From an optimization exercise on the open Yosys and OpenROAD flow, aimed at small area; shortcuts taken in it are not production practice. Function was checked by simulation only, so behaviour that the tests miss may differ from the original. No activity file was given, so power comes from the tool's default toggle rates.

// des_key_schedule
module des_key_schedule
(
	input logic clk,
	input logic reset,
	input logic key_load,
	input logic key_decrypt,
	input logic [1:64] user_key,
	output logic keys_valid,
	output logic [1:768] round_keys   
);
For scale: ~2000 cells after synthesis, roughly 990 flip-flops, about 840 I/O pins, about 24000 sq um of cells after synthesis.
Settings: LEC_CHECK=0, ABC_AREA=1, CAP_MARGIN=0, CORE_MARGIN=2, CORE_UTILIZATION=40, SLEW_MARGIN=0, BUFFER_PORTS_ARGS=-buffer_cell sky130_fd_sc_hd__buf_1, CTS_ARGS=-sink_clustering_enable -repair_clock_nets -dont_use_dummy_load -buf_list {sky130_fd_sc_hd__clkbuf_4 sky130_fd_sc_hd__clkbuf_8} -sink_clustering_size 20 -sink_clustering_max_diameter 50; clock period 5.0 ns.
standard.sh (not shown) runs the stock make flow with config.mk's settings and CLKGATE_MAP_FILE= SYNTH_SCRIPT=/design/flow/synth_recipe.tcl, a recipe that flattens the netlist after the stock synthesis.
==> flow/flow/run.sh <==
#!/bin/bash
# The standard layout with two changes: the port buffers use the smallest
# buffer cell, and clock tree synthesis uses larger sink clusters of clkbuf_4 and clkbuf_8
# and no dummy loads. Each tool's output is kept in standard.log.
set -e
cd "$(dirname "$0")/.."
cat >> "$FLOW_CONFIG" <<'CFG'
export BUFFER_PORTS_ARGS = -buffer_cell sky130_fd_sc_hd__buf_1
export CTS_ARGS = -sink_clustering_enable -repair_clock_nets -dont_use_dummy_load -buf_list {sky130_fd_sc_hd__clkbuf_4 sky130_fd_sc_hd__clkbuf_8} -sink_clustering_size 20 -sink_clustering_max_diameter 50
CFG
bash standard.sh > standard.log 2>&1
The first run completed without violations.
Edit:
CAP_MARGIN = 20   (was 0)
SLEW_MARGIN = 20   (was 0)
=> The new run completed without violations. Critical path depth climbs by 1. Via count stays flat. Wire length is about the same. Combinational power barely changes.
Edit:
GPL_TIMING_DRIVEN = 0   (was not set)
=>
- clock skew went down by 0.0067 ns
- via count went up by a few percent
- non-clock buffer count went up by 174
- sequential power barely changes
- die area is unchanged
- sequential share of layout area went down by 3.1 points
- routed wire length went up by roughly a tenth
- clock-buffer cell count went up by 13
- cell area went up by a few percent
- setup slack improved by 0.17 ns
Edit:
==> flow/flow/run.sh (replaced) <==
#!/bin/bash
# The standard layout with two changes: the port buffers use the smallest
# buffer cell, and clock tree synthesis uses larger sink clusters of clkbuf_8
# and no dummy loads. Each tool's output is kept in standard.log.
set -e
cd "$(dirname "$0")/.."
cat >> "$FLOW_CONFIG" <<'CFG'
export BUFFER_PORTS_ARGS = -buffer_cell sky130_fd_sc_hd__buf_1
export CTS_ARGS = -sink_clustering_enable -repair_clock_nets -dont_use_dummy_load -buf_list sky130_fd_sc_hd__clkbuf_8 -sink_clustering_size 25 -sink_clustering_max_diameter 50
CFG
bash standard.sh > standard.log 2>&1
CORE_UTILIZATION = 60   (was 40)
CTS_ARGS = -sink_clustering_enable -repair_clock_nets -dont_use_dummy_load -buf_list sky130_fd_sc_hd__clkbuf_8 -sink_clustering_size 25 -sink_clustering_max_diameter 50   (was -sink_clustering_enable -repair_clock_nets -dont_use_dummy_load -buf_list {sky130_fd_sc_hd__clkbuf_4 sky130_fd_sc_hd__clkbuf_8} -sink_clustering_size 20 -sink_clustering_max_diameter 50)
GPL_TIMING_DRIVEN = not set   (was 0)
With this change the flow never finished: it broke off in 3_2_place_iop with PPL-0024.
Synthesized area stays the same.
Synthesized cell count stays the same.

---

R:
Starting RTL as in the previous note.
export LEC_CHECK = 0
export ABC_AREA = 1
export CAP_MARGIN = 20
export CORE_MARGIN = 2
export CORE_UTILIZATION = 40
export SLEW_MARGIN = 20
export BUFFER_PORTS_ARGS = -buffer_cell sky130_fd_sc_hd__buf_1
export GPL_KEEP_OVERFLOW = 0
export CTS_ARGS = -sink_clustering_enable -repair_clock_nets -dont_use_dummy_load -buf_list {sky130_fd_sc_hd__clkbuf_4 sky130_fd_sc_hd__clkbuf_8} -sink_clustering_size 20 -sink_clustering_max_diameter 50
create_clock -name core_clock -period 5.0 [get_ports {clk}]
==> flow/flow/run.sh <==
#!/bin/bash
# The standard layout with these changes:
#  - the port buffers use the smallest buffer cell;
#  - global placement does not keep the resizer's early buffering;
#  - NAND gates that synthesis upsized go back to size 1 before floorplan;
#  - clock tree synthesis uses larger sink clusters of clkbuf_4 and clkbuf_8
#    and no dummy loads.
# Each tool's output goes to a log file of its own in this folder.
set -e
cd "$(dirname "$0")/.."
cat >> "$FLOW_CONFIG" <<'CFG'
export BUFFER_PORTS_ARGS = -buffer_cell sky130_fd_sc_hd__buf_1
export GPL_KEEP_OVERFLOW = 0
export CTS_ARGS = -sink_clustering_enable -repair_clock_nets -dont_use_dummy_load -buf_list {sky130_fd_sc_hd__clkbuf_4 sky130_fd_sc_hd__clkbuf_8} -sink_clustering_size 20 -sink_clustering_max_diameter 50
CFG
bash standard.sh synth > synth.log 2>&1
SYNTH_ODB=orfs/results/sky130hd/des_key_schedule/base/1_synth.odb openroad -no_init -exit flow/downsize.tcl > downsize.log 2>&1
bash standard.sh > standard.log 2>&1
==> flow/flow/downsize.tcl <==
# Synthesis upsizes a few high-fanout NAND gates; timing has ample slack, so
# give them back their smallest size before placement (the resizer adds
# buffers later where a net needs them).
set f $::env(SYNTH_ODB)
read_db $f
set small [[ord::get_db] findMaster sky130_fd_sc_hd__nand2_1]
set n 0
foreach i [[ord::get_db_block] getInsts] {
  if {[[$i getMaster] getName] eq "sky130_fd_sc_hd__nand2_2"} {
    $i swapMaster $small
    incr n
  }
}
puts "downsized $n instances"
write_db $f
R finished every step from synthesis to the final layout, and the layout passed the timing, DRC and antenna checks.
Changes in T relative to R:
- CTS_ARGS: -sink_clustering_enable -repair_clock_nets -dont_use_dummy_load -buf_list {sky130_fd_sc_hd__clkbuf_4 sky130_fd_sc_hd__clkbuf_8} -sink_clustering_size 20 -sink_clustering_max_diameter 50 -> -sink_clustering_enable -repair_clock_nets -dont_use_dummy_load -buf_list {sky130_fd_sc_hd__clkbuf_4 sky130_fd_sc_hd__clkbuf_8} -sink_clustering_size 16 -sink_clustering_max_diameter 40
- GPL_KEEP_OVERFLOW: 0 -> unset
==> flow/flow/run.sh <==
#!/bin/bash
# The standard layout with two changes: the port buffers use the smallest
# buffer cell, and clock tree synthesis uses larger sink clusters of clkbuf_4 and clkbuf_8
# and no dummy loads. Each tool's output is kept in standard.log.
set -e
cd "$(dirname "$0")/.."
cat >> "$FLOW_CONFIG" <<'CFG'
export BUFFER_PORTS_ARGS = -buffer_cell sky130_fd_sc_hd__buf_1
export CTS_ARGS = -sink_clustering_enable -repair_clock_nets -dont_use_dummy_load -buf_list {sky130_fd_sc_hd__clkbuf_4 sky130_fd_sc_hd__clkbuf_8} -sink_clustering_size 16 -sink_clustering_max_diameter 40
CFG
bash standard.sh > standard.log 2>&1
removed: flow/flow/downsize.tcl
--- outcome ---
The final layout from T, which completed every stage, passed the timing, DRC and antenna checks at the end of the flow.
Relative to R, non-clock buffer count has increased by 29 in T.
The critical path depth of T is higher than that of R.
Compared with R, T shows areal power density over the cells that has gone up by a few percent.
Looking at total power across R and T, the one that comes out lower is R.
Summary: half-perimeter wire length of the detailed placement result, T worse than R
Met2 usage, R and T: smaller value in R
Relative to R, count of filler cells inserted in the layout has decreased by 29 in T.
The proportion of cell area occupied by multi-input gates of R and that of T are within noise of each other.
T vs. R: layout overhead on the synthesized area went up by 2.3 points.
~same starting density of the core in R and T

==> port drivers added, routing unchanged <==
In the flow no input, the clock included, has a driving cell. The finished layouts below were timed again as built, in two steps.
Step 1 (the two cells are an assumption about what drives the block):
set clk [get_ports {clk}]
set_driving_cell -lib_cell sky130_fd_sc_hd__clkbuf_16 $clk
set_driving_cell -lib_cell sky130_fd_sc_hd__buf_2 [delete_from_list [all_inputs] $clk]
Step 2 also shifts input and output timing later by t, the mid clock arrival at the registers, as if the neighbouring blocks saw the same clock.
Slacks: ideal ports / drivers / drivers and shift; pairs: ideal ports / drivers.
| run | shift t [ns] | setup slack, ns | worst hold slack (ns) | clock arrival spread, ns |
|---|---|---|---|---|
| the first run of note 1 | 0.679 | 0.607 / 0.552 / 1.231 | 0.238 / 0.238 / 0.238 | 0.133 / 0.133 |
| the second run of note 1 | 0.677 | 0.761 / 0.707 / 1.384 | 0.239 / 0.239 / 0.239 | 0.129 / 0.128 |
| the third run of note 1 | 0.707 | 0.932 / 0.873 / 1.580 | 0.260 / 0.260 / 0.260 | 0.120 / 0.120 |
| R | 0.685 | 0.314 / 0.268 / 0.953 | 0.267 / 0.267 / 0.267 | 0.087 / 0.087 |
| T | 0.682 | 0.804 / 0.746 / 1.428 | 0.286 / 0.286 / 0.286 | 0.109 / 0.109 |
After both steps setup and hold are still met in every run listed.
